This is an optimization exercise on Yosys and OpenROAD, whose aim is a short achievable clock period and few clock cycles, not a production implementation.
In this exercise RTL edits were held to simulation tests only and were not proved equivalent to the original.
Power is estimated from default activity; no workload was simulated.

===== flow/design.v =====
package rv_pkg;
  typedef logic [32-1:0]    word_t;
  typedef logic [31:0]            inst_t;
  typedef logic [5-1:0] regno_t;
  typedef logic [6-1:0] pc_t;
  typedef struct packed {
    logic sub;    
    logic add;    
    logic slt;
    logic sltu;
    logic sll;
    logic srl;    
    logic sra;    
    logic lxor;
    logic lor;    
    logic land;
  } alu_ctl_t;
  typedef struct packed {
    logic [31:0] p;        
    logic [16:0] lgg;      
    logic [16:0] lpp;      
    logic [15:0] hgg;      
    logic [15:0] hpp;      
    logic [31:0] lres;     
    logic [31:0] sl;       
    logic [32:0] sr;       
    logic [2:0]  sh;       
    logic        a31;
    logic        bx31;
    logic        add;
    logic        slt;
    logic        sltu;
    logic        sll;
    logic        srl;
    logic        lg;       
  } alu_mid_t;
  parameter logic [7-1:0] OPC_OP     = 7'b0110011;
  parameter logic [7-1:0] OPC_OP_IMM = 7'b0010011;
  parameter logic [7-1:0] OPC_LUI    = 7'b0110111;
  parameter logic [3-1:0] F3_ADD_SUB = 3'b000;
  parameter logic [3-1:0] F3_SLL     = 3'b001;
  parameter logic [3-1:0] F3_SLT     = 3'b010;
  parameter logic [3-1:0] F3_SLTU    = 3'b011;
  parameter logic [3-1:0] F3_XOR     = 3'b100;
  parameter logic [3-1:0] F3_SRL_SRA = 3'b101;
  parameter logic [3-1:0] F3_OR      = 3'b110;
  parameter logic [3-1:0] F3_AND     = 3'b111;
  parameter logic [7-1:0] F7_BASE = 7'b0000000;
  parameter logic [7-1:0] F7_ALT  = 7'b0100000;
endpackage
`timescale 1ns/1ps
module fetch_stage (
  input  logic [63:0] vec,
  output logic [63:0] low,
  output logic        any
);
  logic [63:0] p;
  always_comb begin
    p = vec;
    p = p | (p << 1);
    p = p | (p << 2);
    p = p | (p << 4);
    p = p | (p << 8);
    p = p | (p << 16);
    p = p | (p << 32);
  end
  assign low = vec & ~(p << 1);
  assign any = p[63];
endmodule
`timescale 1ns/1ps
module decode_stage (
  input  rv_pkg::inst_t    inst,
  output logic             writes,
  output rv_pkg::alu_ctl_t ctl,
  output rv_pkg::regno_t   src1,     
  output rv_pkg::regno_t   src2,     
  output logic             b_reg,    
  output logic             a_zero,   
  output rv_pkg::word_t    imm
);
  logic [7-1:0] opcode;
  logic [3-1:0]  funct3;
  logic [7-1:0]  funct7;
  logic                 is_op, is_imm, is_lui;
  logic                 f7_base, f7_alt;
  logic                 valid;
  assign opcode  = inst[6:0];
  assign funct3  = inst[14:12];
  assign funct7  = inst[31:25];
  assign is_op   = (opcode == rv_pkg::OPC_OP);
  assign is_imm  = (opcode == rv_pkg::OPC_OP_IMM);
  assign is_lui  = (opcode == rv_pkg::OPC_LUI);
  assign f7_base = (funct7 == rv_pkg::F7_BASE);
  assign f7_alt  = (funct7 == rv_pkg::F7_ALT);
  always_comb begin
    ctl   = '0;
    valid = 1'b0;
    if (is_lui) begin
      valid   = 1'b1;
      ctl.lor = 1'b1;
    end else if (is_op || is_imm) begin
      case (funct3)
        rv_pkg::F3_ADD_SUB: begin
          if (is_imm || f7_base) begin
            valid = 1'b1; ctl.add = 1'b1;
          end else if (f7_alt) begin
            valid = 1'b1; ctl.add = 1'b1; ctl.sub = 1'b1;
          end
        end
        rv_pkg::F3_SLL: begin
          if (f7_base) begin
            valid = 1'b1; ctl.sll = 1'b1;
          end
        end
        rv_pkg::F3_SLT: begin
          if (is_imm || f7_base) begin
            valid = 1'b1; ctl.slt = 1'b1; ctl.sub = 1'b1;
          end
        end
        rv_pkg::F3_SLTU: begin
          if (is_imm || f7_base) begin
            valid = 1'b1; ctl.sltu = 1'b1; ctl.sub = 1'b1;
          end
        end
        rv_pkg::F3_XOR: begin
          if (is_imm || f7_base) begin
            valid = 1'b1; ctl.lxor = 1'b1;
          end
        end
        rv_pkg::F3_SRL_SRA: begin
          if (f7_base) begin
            valid = 1'b1; ctl.srl = 1'b1;
          end else if (f7_alt) begin
            valid = 1'b1; ctl.srl = 1'b1; ctl.sra = 1'b1;
          end
        end
        rv_pkg::F3_OR: begin
          if (is_imm || f7_base) begin
            valid = 1'b1; ctl.lor = 1'b1;
          end
        end
        default: begin   
          if (is_imm || f7_base) begin
            valid = 1'b1; ctl.land = 1'b1;
          end
        end
      endcase
    end
  end
  assign writes = valid && (inst[11:7] != '0);
  assign b_reg  = is_op;
  assign a_zero = is_lui;
  assign src1   = is_lui ? '0 : inst[19:15];
  assign src2   = is_op ? inst[24:20] : '0;
  assign imm    = is_lui ? {inst[31:12], 12'b0} : {{20{inst[31]}}, inst[31:20]};
endmodule
`timescale 1ns/1ps
module execute_stage (
  input  rv_pkg::alu_ctl_t ctl,
  input  rv_pkg::word_t    a,
  input  rv_pkg::word_t    bx,
  output rv_pkg::alu_mid_t mid
);
  logic [16:0] lg_, lp_, lgn, lpn;    
  logic [15:0] hg, hp, hgn, hpn;      
  logic [31:0] p;
  assign p = a ^ bx;
  always_comb begin
    lg_ = {a[15:0] & bx[15:0], ctl.sub};
    lp_ = {p[15:0], 1'b0};
    for (int d = 1; d < 4; d = d * 2) begin
      lgn = lg_;
      lpn = lp_;
      for (int i = d; i < 17; i++) begin
        lgn[i] = lg_[i] | (lp_[i] & lg_[i-d]);
        lpn[i] = lp_[i] & lp_[i-d];
      end
      lg_ = lgn;
      lp_ = lpn;
    end
  end
  always_comb begin
    hg = a[31:16] & bx[31:16];
    hp = p[31:16];
    for (int d = 1; d < 4; d = d * 2) begin
      hgn = hg;
      hpn = hp;
      for (int i = d; i < 16; i++) begin
        hgn[i] = hg[i] | (hp[i] & hg[i-d]);
        hpn[i] = hp[i] & hp[i-d];
      end
      hg = hgn;
      hp = hpn;
    end
  end
  assign mid.p    = p;
  assign mid.lgg  = lg_;
  assign mid.lpp  = lp_;
  assign mid.hgg  = hg;
  assign mid.hpp  = hp;
  assign mid.lres = ({32{ctl.lxor}} & (a ^ bx))
                  | ({32{ctl.lor}}  & (a | bx))
                  | ({32{ctl.land}} & (a & bx));
  assign mid.sl   = a << bx[1:0];
  assign mid.sr   = 33'($signed({ctl.sra & a[31], a}) >>> bx[1:0]);
  assign mid.sh   = bx[4:2];
  assign mid.a31  = a[31];
  assign mid.bx31 = bx[31];
  assign mid.add  = ctl.add;
  assign mid.slt  = ctl.slt;
  assign mid.sltu = ctl.sltu;
  assign mid.sll  = ctl.sll;
  assign mid.srl  = ctl.srl;
  assign mid.lg   = ctl.lxor | ctl.lor | ctl.land;
endmodule
module execute_final (
  input  rv_pkg::alu_mid_t mid,
  output rv_pkg::word_t    result
);
  logic [16:0]   lg_, lp_, lgn, lpn;
  logic [15:0]   hg, hp, hgn, hpn;
  logic [15:0]   hcin0, hcin1;
  logic [31:0]   sum;
  logic          c16, cout, lt;
  rv_pkg::word_t shl, shr;
  always_comb begin
    lg_ = mid.lgg;
    lp_ = mid.lpp;
    hg  = mid.hgg;
    hp  = mid.hpp;
    for (int d = 4; d < 16; d = d * 2) begin
      lgn = lg_;
      lpn = lp_;
      for (int i = d; i < 17; i++) begin
        lgn[i] = lg_[i] | (lp_[i] & lg_[i-d]);
        lpn[i] = lp_[i] & lp_[i-d];
      end
      lg_ = lgn;
      lp_ = lpn;
      hgn = hg;
      hpn = hp;
      for (int i = d; i < 16; i++) begin
        hgn[i] = hg[i] | (hp[i] & hg[i-d]);
        hpn[i] = hp[i] & hp[i-d];
      end
      hg = hgn;
      hp = hpn;
    end
  end
  assign c16   = lg_[16] | (lp_[16] & lg_[0]);
  assign hcin0 = {hg[14:0], 1'b0};
  assign hcin1 = {hg[14:0] | hp[14:0], 1'b1};
  assign sum  = mid.p ^ {c16 ? hcin1 : hcin0, lg_[15:0]};
  assign cout = c16 ? (hg[15] | hp[15]) : hg[15];
  assign lt   = mid.slt ? ((mid.a31 ^ mid.bx31) ? sum[31] : mid.a31) : !cout;
  assign shl  = mid.sl << {mid.sh, 2'b00};
  assign shr  = rv_pkg::word_t'($signed(mid.sr) >>> {mid.sh, 2'b00});
  assign result = ({32{mid.add}}             & sum)
                | ({32{mid.slt | mid.sltu}}  & {31'b0, lt})
                | ({32{mid.sll}}             & shl)
                | ({32{mid.srl}}             & shr)
                | ({32{mid.lg}}              & mid.lres);
endmodule
`timescale 1ns/1ps
module rv_core_top (
  input  logic                 clk,
  input  logic                 reset,
  input  logic                 load_en,
  input  rv_pkg::pc_t          load_addr,
  input  rv_pkg::inst_t        load_data,
  input  logic                 start,
  input  logic [6:0] prog_len,
  output logic                 wb_valid,
  output rv_pkg::regno_t       wb_regno,
  output rv_pkg::word_t        wb_value,
  output logic                 done
);
  localparam int AW = 6;
  localparam int N  = (1 << 6);
  localparam int NR = (1 << 5);
  logic          ld_v;
  rv_pkg::pc_t   ld_a;
  rv_pkg::inst_t ld_d;
  logic [(1 << 6)-1:0] ld_oh;    
  logic [(1 << 6)-1:0] ld_ge;    
  logic          ld_w;                 
  logic          in_writes;
  decode_stage u_ld_dec (
    .inst   (load_data),
    .writes (in_writes),
    .ctl    (),
    .src1   (),
    .src2   (),
    .b_reg  (),
    .a_zero (),
    .imm    ()
  );
  always_ff @(posedge clk) begin
    ld_v  <= load_en && !reset;
    ld_a  <= load_addr;
    ld_d  <= load_data;
    ld_oh <= (1 << 6)'(1) << load_addr;
    for (int i = 0; i < (1 << 6); i++)
      ld_ge[i] <= !ltu7(7'(i), {1'b0, load_addr});
    ld_w  <= in_writes;
  end
  rv_pkg::inst_t  imem [N];
  logic [N-1:0]   wmask;    
  rv_pkg::word_t  regs [1:NR-1];
  logic [N-1:0]   fp;       
  logic           fp_nz;    
  logic           wany;     
  logic           fcur;     
  logic [N-1:0]   lenm;     
  logic [N-1:0]   wml;      
  logic [N-1:0]   bla;      
  logic [N-1:0]   bll;      
  logic [N-1:0]   first;    
  logic [N-1:0]   wms;      
  logic           running;
  logic           f_v, f_cur;
  logic [AW-1:0]  f_addr;
  rv_pkg::inst_t  f_inst;
  logic [NR-1:0]  f_oh1, f_oh2;    
  rv_pkg::regno_t f_s1, f_s2;      
  logic           f_byp1, f_byp2;  
  logic             r_v, r_cur, r_haz;
  logic [AW-1:0]    r_addr;
  rv_pkg::regno_t   r_rd, r_s1, r_s2;
  rv_pkg::alu_ctl_t r_ctl;
  rv_pkg::word_t    r_opa, r_opbx;       
  logic             r_fa, r_fbp, r_fbn;  
  logic             r_ma, r_mbp, r_mbn;  
  logic             m_v, m_cur;
  logic [AW-1:0]    m_addr;
  rv_pkg::regno_t   m_rd;
  rv_pkg::alu_mid_t m_x;
  rv_pkg::word_t    m_lresn;         
  logic           w_v, w_cur;
  logic [AW-1:0]  w_addr;
  rv_pkg::regno_t w_rd;
  rv_pkg::word_t  w_val;           
  rv_pkg::word_t  w_valn;          
  rv_pkg::word_t  rf_val;          
  logic           o_v, o_done;
  rv_pkg::regno_t o_rd;
  rv_pkg::word_t  o_val;
  assign wb_valid = o_v;
  assign wb_regno = o_rd;
  assign wb_value = o_val;
  assign done     = o_done;
  logic w_rep, w_free, m_move, m_free, r_move, r_free, f_move, f_free, fetch_go;
  assign w_rep    = w_v && w_cur;
  assign w_free   = !w_v || w_cur;
  assign m_move   = m_v && w_free;
  assign m_free   = !m_v || m_move;
  assign r_move   = r_v && m_free && !r_haz;
  assign r_free   = !r_v || r_move;
  assign f_move   = f_v && r_free;
  assign f_free   = !f_v || f_move;
  assign fetch_go = fp_nz && f_free;
  rv_pkg::word_t    a_eff, bx_eff, result;
  rv_pkg::alu_mid_t x_mid;
  assign a_eff  = r_opa  | ({32{r_fa}} & w_val) | ({32{r_ma}} & m_x.lres);
  assign bx_eff = r_opbx | ({32{r_fbp}} & w_val) | ({32{r_fbn}} & w_valn)
                | ({32{r_mbp}} & m_x.lres) | ({32{r_mbn}} & m_lresn);
  execute_stage u_alu1 (
    .ctl (r_ctl),
    .a   (a_eff),
    .bx  (bx_eff),
    .mid (x_mid)
  );
  execute_final u_alu2 (
    .mid    (m_x),
    .result (result)
  );
  logic             d_writes, d_breg, d_azero;
  rv_pkg::alu_ctl_t d_ctl;
  rv_pkg::regno_t   d_s1, d_s2;
  rv_pkg::word_t    d_imm, d_rv1, d_rv2, d_opa, d_opb;
  decode_stage u_dec (
    .inst   (f_inst),
    .writes (d_writes),
    .ctl    (d_ctl),
    .src1   (d_s1),
    .src2   (d_s2),
    .b_reg  (d_breg),
    .a_zero (d_azero),
    .imm    (d_imm)
  );
  always_comb begin
    d_rv1 = '0;
    d_rv2 = '0;
    for (int i = 1; i < NR; i++) begin
      d_rv1 = d_rv1 | ({32{f_oh1[i]}} & regs[i]);
      d_rv2 = d_rv2 | ({32{f_oh2[i]}} & regs[i]);
    end
    if (f_byp1) d_rv1 = w_val;
    if (f_byp2) d_rv2 = w_val;
  end
  assign d_opa = d_rv1;                      
  assign d_opb = d_breg ? d_rv2 : d_imm;
  logic [N-1:0] plen_m, nxt, fp1, fp_ld;
  logic         in_rng, rest, fcur1, ge_fp;
  logic [AW-1:0] fp_enc;
  rv_pkg::inst_t fp_word;
  function automatic logic ltu7(input logic [6:0] a, input logic [6:0] b);
    logic r;
    r = 1'b0;
    for (int i = 0; i < 7; i++)
      r = (!a[i] && b[i]) || (!(a[i] ^ b[i]) && r);
    ltu7 = r;
  endfunction
  for (genvar i = 0; i < N; i++) begin : g_therm
    assign plen_m[i] = ltu7(7'(i), prog_len);
  end
  assign in_rng = |(fp & lenm);
  assign rest   = fcur ? |(fp & bll) : |(fp & bla);
  for (genvar i = 0; i < N; i++) begin : g_nxt
    logic [5:1] t;
    for (genvar k = 1; k <= 5; k++) begin : g_k
      if (i - k < 0) begin : g_none
        assign t[k] = 1'b0;
      end else begin : g_term
        logic clear;    
        if (k == 1) begin : g_c1
          assign clear = 1'b1;
        end else begin : g_cn
          assign clear = !(|wms[i-1:i-k+1]);
        end
        if (k == 5) begin : g_skip
          assign t[k] = fp[i-k] && clear;
        end else begin : g_hit
          assign t[k] = fp[i-k] && clear && wms[i];
        end
      end
    end
    assign nxt[i] = |t;
  end
  assign ge_fp = |(fp & ld_ge);
  logic nz1;
  always_comb begin
    if (fcur && !in_rng) begin
      fp1 = first; nz1 = wany; fcur1 = 1'b0;
    end else if (fetch_go) begin
      if (!rest) begin
        fp1 = (fcur || start) ? first : '0; nz1 = (fcur || start) && wany; fcur1 = 1'b0;
      end else begin
        fp1 = nxt; nz1 = 1'b1; fcur1 = fcur || start;
      end
    end else if (start && !fp_nz) begin
      fp1 = first; nz1 = wany; fcur1 = 1'b0;
    end else begin
      fp1 = fp; nz1 = fp_nz; fcur1 = fcur || start;
    end
  end
  assign fp_ld = (!fp_nz || ge_fp) ? ld_oh : (fetch_go ? (fp << 1) : fp);
  logic fw_lui, fw_op;
  always_comb begin
    fp_enc  = '0;
    fp_word = '0;
    for (int i = 0; i < N; i++) begin
      fp_enc  = fp_enc  | ({AW{fp[i]}} & AW'(i));
      fp_word = fp_word | ({32{fp[i]}} & imem[i]);
    end
  end
  rv_pkg::regno_t fw_s1, fw_s2;
  assign fw_lui = (fp_word[6:0] == rv_pkg::OPC_LUI);
  assign fw_op  = (fp_word[6:0] == rv_pkg::OPC_OP);
  assign fw_s1  = fw_lui ? '0 : fp_word[19:15];
  assign fw_s2  = fw_op ? fp_word[24:20] : '0;
  logic [N-1:0] wmask_n, lenm_n, wml_n, bla_n, bll_n, first_n;
  always_comb begin
    wmask_n = wmask;
    if (ld_v) wmask_n = (wmask & ~ld_oh) | (ld_oh & {N{ld_w}});
    if (reset)   wmask_n = '0;
  end
  logic fcur_n;
  assign fcur_n = !reset && (ld_v ? start : fcur1);
  assign lenm_n = start ? plen_m : lenm;
  assign wml_n  = wmask_n & lenm_n;
  function automatic logic [N-1:0] above_any(input logic [N-1:0] v);
    logic [N-1:0] s;
    s = v >> 1;
    s = s | (s >> 1);
    s = s | (s >> 2);
    s = s | (s >> 4);
    s = s | (s >> 8);
    s = s | (s >> 16);
    s = s | (s >> 32);
    above_any = s;
  endfunction
  assign bla_n = above_any(wmask_n);
  assign bll_n = above_any(wml_n);
  fetch_stage u_first (.vec(wmask_n), .low(first_n), .any());
  function automatic logic kill(input logic cur, input logic [AW-1:0] addr,
                                input logic st, input logic [AW:0] plen,
                                input logic ld, input logic [AW-1:0] laddr);
    kill = !cur && ((st && !ltu7({1'b0, addr}, plen)) || (ld && !ltu7({1'b0, addr}, {1'b0, laddr})));
  endfunction
  logic kF, kR, kM, kW, kP;
  assign kF = kill(f_cur, f_addr, start, prog_len, ld_v, ld_a);
  assign kR = kill(r_cur, r_addr, start, prog_len, ld_v, ld_a);
  assign kM = kill(m_cur, m_addr, start, prog_len, ld_v, ld_a);
  assign kW = kill(w_cur, w_addr, start, prog_len, ld_v, ld_a);
  assign kP = !fcur && ((start && !(|(fp & plen_m))) || (ld_v && ge_fp));
  logic           wn_v, wn_cur;
  logic [AW-1:0]  wn_addr;
  rv_pkg::regno_t wn_rd;
  rv_pkg::word_t  wn_val;
  logic           mn_v, mn_cur;
  logic [AW-1:0]  mn_addr;
  rv_pkg::regno_t mn_rd;
  logic           rn_v, rn_cur, rn_sub;
  logic [AW-1:0]  rn_addr;
  rv_pkg::regno_t rn_s1, rn_s2;
  logic           fn_v, fn_cur;
  logic [AW-1:0]  fn_addr;
  always_comb begin
    if (m_move) begin
      wn_v = 1'b1; wn_cur = m_cur; wn_addr = m_addr; wn_rd = m_rd; wn_val = result;
    end else begin
      wn_v = w_v && !w_rep; wn_cur = w_cur; wn_addr = w_addr; wn_rd = w_rd; wn_val = w_val;
    end
    if (r_move) begin
      mn_v = 1'b1; mn_cur = r_cur; mn_addr = r_addr; mn_rd = r_rd;
    end else begin
      mn_v = m_v && !m_move; mn_cur = m_cur; mn_addr = m_addr; mn_rd = m_rd;
    end
    if (f_move) begin
      rn_v = 1'b1; rn_cur = f_cur; rn_addr = f_addr; rn_s1 = d_s1; rn_s2 = d_s2; rn_sub = d_ctl.sub;
    end else begin
      rn_v = r_v && !r_move; rn_cur = r_cur; rn_addr = r_addr; rn_s1 = r_s1; rn_s2 = r_s2; rn_sub = r_ctl.sub;
    end
    if (fetch_go) begin
      fn_v = |(fp & wmask) && !(fcur && !in_rng); fn_cur = fcur; fn_addr = fp_enc;
    end else begin
      fn_v = f_v && !f_move; fn_cur = f_cur; fn_addr = f_addr;
    end
  end
  logic fa_n, fb_n, haz_n, fa0_n, fb0_n, ma_n, mb_n, mn_lg;
  logic [3:0] ca, cb, ch1, ch2;    
  assign ca  = {m_rd == d_s1, m_rd == r_s1, w_rd == d_s1, w_rd == r_s1};
  assign cb  = {m_rd == d_s2, m_rd == r_s2, w_rd == d_s2, w_rd == r_s2};
  assign ch1 = {r_rd == d_s1, r_rd == r_s1, m_rd == d_s1, m_rd == r_s1};
  assign ch2 = {r_rd == d_s2, r_rd == r_s2, m_rd == d_s2, m_rd == r_s2};
  assign mn_lg = r_move ? (r_ctl.lxor || r_ctl.lor || r_ctl.land) : m_x.lg;
  assign ma_n  = mn_v && mn_lg && ch1[{r_move, f_move}];
  assign mb_n  = mn_v && mn_lg && ch2[{r_move, f_move}];
  assign fa0_n = wn_v && ca[{m_move, f_move}];
  assign fb0_n = wn_v && cb[{m_move, f_move}];
  assign fa_n  = fa0_n && !ma_n;    
  assign fb_n  = fb0_n && !mb_n;
  assign haz_n = mn_v && !mn_lg && (ch1[{r_move, f_move}] || ch2[{r_move, f_move}]);
  logic [3:0] cf1, cf2;    
  logic       fb1_n, fb2_n;
  assign cf1 = {m_rd == fw_s1, m_rd == f_s1, w_rd == fw_s1, w_rd == f_s1};
  assign cf2 = {m_rd == fw_s2, m_rd == f_s2, w_rd == fw_s2, w_rd == f_s2};
  assign fb1_n = wn_v && cf1[{m_move, fetch_go}];
  assign fb2_n = wn_v && cf2[{m_move, fetch_go}];
  logic wk_v, mk_v, rk_v, fk_v, wk_rep;
  logic running_n, done_n;
  assign wk_v = wn_v && !(m_move   ? kM : kW);
  assign mk_v = mn_v && !(r_move   ? kR : kM);
  assign rk_v = rn_v && !(f_move   ? kF : kR);
  assign fk_v = fn_v && !(fetch_go ? kP : kF);
  assign wk_rep = wk_v && (wn_cur || start);
  assign running_n = start || (running && !o_done);
  assign done_n    = running_n && !(mk_v && (mn_cur || start)) && !(rk_v && (rn_cur || start))
                  && !(fk_v && (fn_cur || start)) && !fcur_n;
  always_ff @(posedge clk) begin
    if (ld_v) begin
      imem[ld_a] <= ld_d;
    end
  end
  always_ff @(posedge clk) begin
    wmask <= wmask_n;
    wml   <= wml_n;
    bla   <= bla_n;
    bll   <= bll_n;
    first <= first_n;
    wany  <= |wmask_n;
    lenm  <= lenm_n;
    wms   <= fcur_n ? wml_n : wmask_n;
  end
  always_ff @(posedge clk) begin
    if (reset) begin
      fp      <= '0;
      fp_nz   <= 1'b0;
      fcur    <= 1'b0;
      running <= 1'b0;
      f_v     <= 1'b0;
      r_v     <= 1'b0;
      m_v     <= 1'b0;
      w_v     <= 1'b0;
      o_v     <= 1'b0;
      o_done  <= 1'b0;
    end else begin
      fp      <= ld_v ? fp_ld : fp1;
      fp_nz   <= ld_v || nz1;
      fcur    <= fcur_n;
      running <= running_n;
      f_v     <= fk_v;
      r_v     <= rk_v;
      m_v     <= mk_v;
      w_v     <= wk_v;
      o_v     <= wk_rep;
      o_done  <= done_n;
    end
  end
  always_ff @(posedge clk) begin
    f_cur  <= fn_cur || start;
    r_cur  <= rn_cur || start;
    m_cur  <= mn_cur || start;
    w_cur  <= wn_cur || start;
    f_addr <= fn_addr;
    r_addr <= rn_addr;
    m_addr <= mn_addr;
    w_addr <= wn_addr;
    r_s1   <= rn_s1;
    r_s2   <= rn_s2;
    m_rd   <= mn_rd;
    w_rd   <= wn_rd;
    rf_val <= wn_val;
    r_fa   <= fa_n;
    r_fbp  <= fb_n && !rn_sub;
    r_fbn  <= fb_n && rn_sub;
    r_haz  <= haz_n;
    r_ma   <= ma_n;
    r_mbp  <= mb_n && !rn_sub;
    r_mbn  <= mb_n && rn_sub;
    f_byp1 <= fb1_n;
    f_byp2 <= fb2_n;
    o_rd   <= wk_rep ? wn_rd : '0;
    o_val  <= wk_rep ? wn_val : '0;
    if (m_move) begin
      w_val  <= result;
      w_valn <= ~result;
    end
    if (r_move) begin
      m_x     <= x_mid;
      m_lresn <= ~x_mid.lres;
    end
    if (fetch_go) begin
      f_inst <= fp_word;
      f_s1   <= fw_s1;
      f_s2   <= fw_s2;
      for (int i = 0; i < NR; i++) begin
        f_oh1[i] <= !fw_lui && (fp_word[19:15] == 5'(i)) && (i != 0);
        f_oh2[i] <= fw_op   && (fp_word[24:20] == 5'(i)) && (i != 0);
      end
    end
    if (f_move) begin
      r_rd   <= f_inst[11:7];
      r_ctl  <= d_ctl;
      r_opa  <= (fa_n || ma_n) ? '0 : d_opa;
      r_opbx <= (fb_n || mb_n) ? '0 : (d_ctl.sub ? ~d_opb : d_opb);
    end else begin
      r_opa  <= (fa_n || ma_n) ? '0 : a_eff;
      r_opbx <= (fb_n || mb_n) ? '0 : bx_eff;
    end
  end
  always_ff @(posedge clk) begin
    if (reset) begin
      for (int i = 1; i < NR; i++)
        regs[i] <= '0;
    end else if (w_rep) begin
      regs[w_rd] <= rf_val;
    end
  end
endmodule

===== flow/run.sh =====
#!/bin/bash
# synth_recipe.tcl (not shown) runs the flow's synth.tcl, then flattens the netlist and writes it again
# the make line also repeats each setting of config.mk as NAME=value (left out here)
make -C /OpenROAD-flow-scripts/flow DESIGN_CONFIG=/design/flow/config.mk WORK_HOME=/design/flow/orfs CLKGATE_MAP_FILE= SYNTH_SCRIPT=/design/flow/synth_recipe.tcl finish

===== flow/constraint.sdc =====
create_clock -name core_clock -period 5.0 [get_ports {clk}]
set_input_delay 1.0000 -clock core_clock [delete_from_list [all_inputs] [get_ports {clk}]]
set_output_delay 1.0000 -clock core_clock [all_outputs]
set_load 0.01 [all_outputs]

===== flow/config.mk =====
export PLATFORM = sky130hd
export DESIGN_NAME = rv_core_top
export DESIGN_NICKNAME = rv_core_top
export VERILOG_FILES = /design/flow/design.v
export SDC_FILE = /design/flow/constraint.sdc
export NUM_CORES = 4
export LEC_CHECK = 0
export ABC_CLOCK_PERIOD_IN_PS = 1500
export CAP_MARGIN = 20
export CORE_MARGIN = 2
export CORE_UTILIZATION = 33
export PLACE_DENSITY = 0.5
export SETUP_SLACK_MARGIN = 2.4
export SLEW_MARGIN = 20
export TNS_END_PERCENT = 25

==> metrics.md <==
| Metric | Value |
|---|---|
| Die height | `roughly 740 microns` |
| Worst flop-to-flop path startpoint | `fp[57]$_SDFFE_PP0P_` |
| Initial DRC count | `approximately 29,000` |
| Worst Hold Path Cells | `1` |
| P&R area growth vs syn | `26.56%` |
| Max incr delay on CP | `approximately 0.58 ns` |
| Synth warn | `5` |
| Max_cap viols | `0` |
| CTS tree | `built` |
| Tmin final | `roughly 3.5 ns` |
| CP Data Arrival Time | `about 4.5 ns` |
| Met1 WL | `between 300,000 and 400,000 microns` |
| Synth area leader | `edfxtp_1` |
| Final ANT Viol Nets | `0` |
| Clock Latency Late Sink | `approximately 1.2 ns` |
| Fill count | `roughly 49,000` |
| Critical-path top delay cell | `or4_4` |
| Yosys top cell area share | `around three fifths` |
| Worst Reg-to-Reg Cells | `14` |
| Crit Path Class | `flop to flop` |
| Initial antenna violation count | `around 110` |
| Final Instance Area | `roughly 220,000 sq um` |
| Fmax achieved | `between 200 and 300 MHz` |
| H-Tree Level Count | `5` |
| Root buf cell | `clkbuf_16` |
| CTS buffer count | `444` |
| Vias/cell | `around 6.8` |
| Area of placed instances | `between 150,000 and 200,000 sq um` |
| Cell area power density | `382.5 nW/um^2` |
| Pleak | `just under 0.08 uW` |
| CP required | `slightly below 6 ns` |
| Total grt overflow | `0` |
| Skew final | `roughly 0.11 ns` |
| Mapped Cells | `between 10,000 and 15,000` |
| Post-Route WL | `between 1,000,000 and 1,500,000 microns` |
| Detailed placement HPWL | `559,700 microns` |
| Area contributors post-synth | `edfxtp_1, dfxtp_1, a221oi_1, a22o_1, nor3_1` |
| Seq/Total Area, Yosys | `67.52%` |
| Hold EP | `ld_d[22]$_DFF_P_` |
| Critical Path Fanout Max | `6` |
| Most used cell, CP | `buf_12` |
| Flop2flop setup slack | `1.47 ns` |
| Worst slew pin tran | `1.238 ns` |
| Clk sinks | `between 4,000 and 5,000` |
| Die width | `between 700 and 800 microns` |
| Vias in the first global route | `about 140k` |
| DIE AREA | `~540,000 sq um` |
| Initial Util | `around 33%` |
| Row Count | `268` |
| Final hold slack | `between 0.3 and 0.4 ns` |
| Max Transition Viols Final | `0` |
| Tot GR Track Use | `between 30% and 40%` |
| Worst IR Drop VDD | `~390 uV` |
| CP top delay family | `simple AND/OR/NAND/NOR gates` |
| Metal2 WL | `slightly above 400,000 microns` |
| Final Cycle Share | `a little over two thirds` |
| Avg Cell Area, Syn | `roughly 13 sq um` |
| Synthesized area | `approximately 180,000 sq um` |
| Number of synthesized flops with an enable pin | `about 3,500` |
| Fin. Hold Viols | `0` |
| Worst R2R End | `fp[50]$_SDFFE_PP0P_` |
| Longest Clk Path Bufs | `4` |
| RD Place Congestion | `0.9791` |
| Core Region | `533,200 sq um` |
| Drt first pass iters | `14` |
| Post-synthesis cell type count | `117` |
| Layout cells sized above 1 | `between 20% and 30%` |
| Setup TNS | `0 ns` |
| CP Buf/Inv Count | `5` |
| Ys flop type | `edfxtp_1` |
| Critical path launch point type | `flop` |
| Boundary Pins | `88` |
| Final setup viols | `0` |
| Crit-path cells | `buf_12 > a22oi_2 > nand4_1 > or4_4 > or4_4 > buf_6 > o21ai_4 > mux2i_2 > and2_4 > buf_6 > buf_12 > buf_12 > nand2_4 > a21oi_1` |
| Worst-path clk slew | `~0.060 ns` |
| Commonest cells post-synth | `edfxtp_1, a221oi_1, a22o_1` |
| Kind of end point of the critical path | `flop` |
| Nets | `about 15,000` |
| Met3 Routed Length | `between 100,000 and 150,000 microns` |
| Relative max-transition margin | `~17%` |
| Via Count | `~150k` |
| DR top layer | `met5` |
| DRC violation count after routing | `0` |
| RSZ-0062 raised after global routing | `yes` |
| Worst hold-check path type | `primary input to flop` |
| Synthesized Nets | `13,512` |
| Average wire per standard cell | `between 40 and 50 microns` |
| Largest net degree at the start of global routing | `roughly 180` |
| PortBufs | `87` |
| CTS hold repair buffers | `0` |
| Hold wc startpoint | `load_data[22]` |
| Ys async rst share | `0%` |
| Outcome | `timing/DRC/antenna clean` |
| Most common cell in the netlist | `edfxtp_1` |
| Register bit total from synthesis | `roughly 4,200` |
| Global-route wire length before repair | `1,301,000 microns` |
==> worst reg2reg max path: cells and delay by family (launching register included) <==
family	cells	cell delay, ns
flip-flops	1	0.43
AO/OA/AOI/OAI	3	0.52
multiplexers	1	0.13
buffers and inverters	5	0.79
AND/OR/NAND/NOR	5	1.55
==> cell usage in the layout, fill, tap and decap left out, types with 148 or more instances in the layout <==
| master | count |
|---|---|
| edfxtp_1 | 3464 |
| buf_4 | 1077 |
| a22o_1 | 826 |
| nor3_1 | 746 |
| a221oi_1 | 720 |
| dfxtp_1 | 641 |
| a22oi_1 | 489 |
| nand2_1 | 475 |
| nor2_1 | 473 |
| clkbuf_16 | 458 |
| a21oi_1 | 430 |
| and2_1 | 391 |
| nand4_1 | 326 |
| inv_1 | 324 |
| buf_12 | 316 |
| nand3_1 | 233 |
| buf_6 | 213 |
| o21ai_0 | 206 |
| mux2i_1 | 155 |
| a221oi_2 | 148 |
==> layer usage <==
metal,vias to the layer above,global-route usage (%)
met4,72,24.81
met3,4037,13.92
met1,76001,43.58
met2,14239,51.34
met5,-,0.2293
li1,55439,-
==> final cells by class <==
cell class                 instances  area [sq um]  area share [%]
antenna                           65         162.7         0.07266
clock buffer                     574         12180           5.442
clock inverter                   261          2565           1.146
inverter                         361          1453          0.6489
multi-input combinational       7630         57810           25.83
sequential                      4234        119900           53.55
tap                             7020          8783           3.924
timing repair buffer            1825         21010           9.387
timing repair inverter             2         13.76        0.006148
==> how the worst max path moves through the flow <==
stage                   startpoint                  end  slack, ns  depth (start not counted)
5_1_grt        fp[57]$_SDFFE_PP0P_  fp[51]$_SDFFE_PP0P_       1.46                         14
2_1_floorplan        w_cur$_DFF_P_    r_opa[22]$_DFF_P_      -0.44                          9
6_report       fp[57]$_SDFFE_PP0P_  fp[50]$_SDFFE_PP0P_       1.47                         14
3_3_place_gp           prog_len[5]       bll[5]$_DFF_P_       0.25                         12
4_1_cts        fp[26]$_SDFFE_PP0P_       f_byp2$_DFF_P_       1.65                         11
3_5_place_dp           prog_len[5]       bll[5]$_DFF_P_       0.32                         12
==> state kept, by name (all words and copies together), names as in the netlist, 62 cells and up <==
name	cells
fp	64
ld_ge	63
first	63
wmask	64
m_x	201
regs	992
lenm	64
bla	62
ld_oh	64
imem	2048
bll	63
wms	63
==> per-stage QoR <==
stage	total power (uW)	instances	worst slack (ns)	util (%)
floorplan	44880	13358	-0.4352	-
global placement	49430	20095	0.2454	35.74
detailed placement	49450	20100	0.3234	35.76
CTS	84570	21783	1.647	41.43
global route	86870	21920	1.462	41.96
finish	85620	21972	1.468	41.99
==> logic make-up after synthesis <==
group | Yosys count | share of synthesized area (%)
DFF | 4234 | 67.52
AOI/OAI and AO/OA | 3722 | 16.37
and+or+nand+nor | 3447 | 10.04
buffers and inverters | 1506 | 3.418
muxes | 203 | 1.214
xor gates and xnor gates | 138 | 0.6833
adders and majority gates | 108 | 0.7597
==> repair_timing <==
item,CTS,global route
setup endpoints to repair,3913,2932
resized for setup,1336,415
buffers inserted,773,114
gates cloned,75,7
pin swaps,441,130
==> where the power goes <==
part | switching [uW] | total [uW] | leakage [uW] | internal (uW)
clock network | 15200 | 34500 | 0.00724 | 19300
logic | 7650 | 11000 | 0.0314 | 3330
registers | 1130 | 40100 | 0.0388 | 39000
total | 24000 | 85600 | 0.0775 | 61700
Testbench counts, summed over its fixed seeds: cycles 10,299.

## port drivers added, routing unchanged
How much do the figures lean on ideal ports? The routed layout below was timed once more, with nothing changed but the port constraints.
Step 1, drivers: a clkbuf_16 drives clk and a buf_2 each remaining input, both assumed.
Step 2 adds t to the input delays and takes it off the output delays; t is the mean of the earliest and latest rising clock arrival at the registers after step 1. Input paths then give back, and output paths get back, about the clock's delay inside the block.
Slacks: no drivers / after step 1 / after step 2; pairs: no drivers / after step 1.
t (ns): 1.236
setup slack, ns: 1.468 / 1.468 / 0.781
worst register clock-pin slew, ns: 0.07 / 0.07
After both steps setup and hold are still met in this run. The setup slack of this run moves by 0.000 ns with the drivers and by -0.687 ns with both steps.
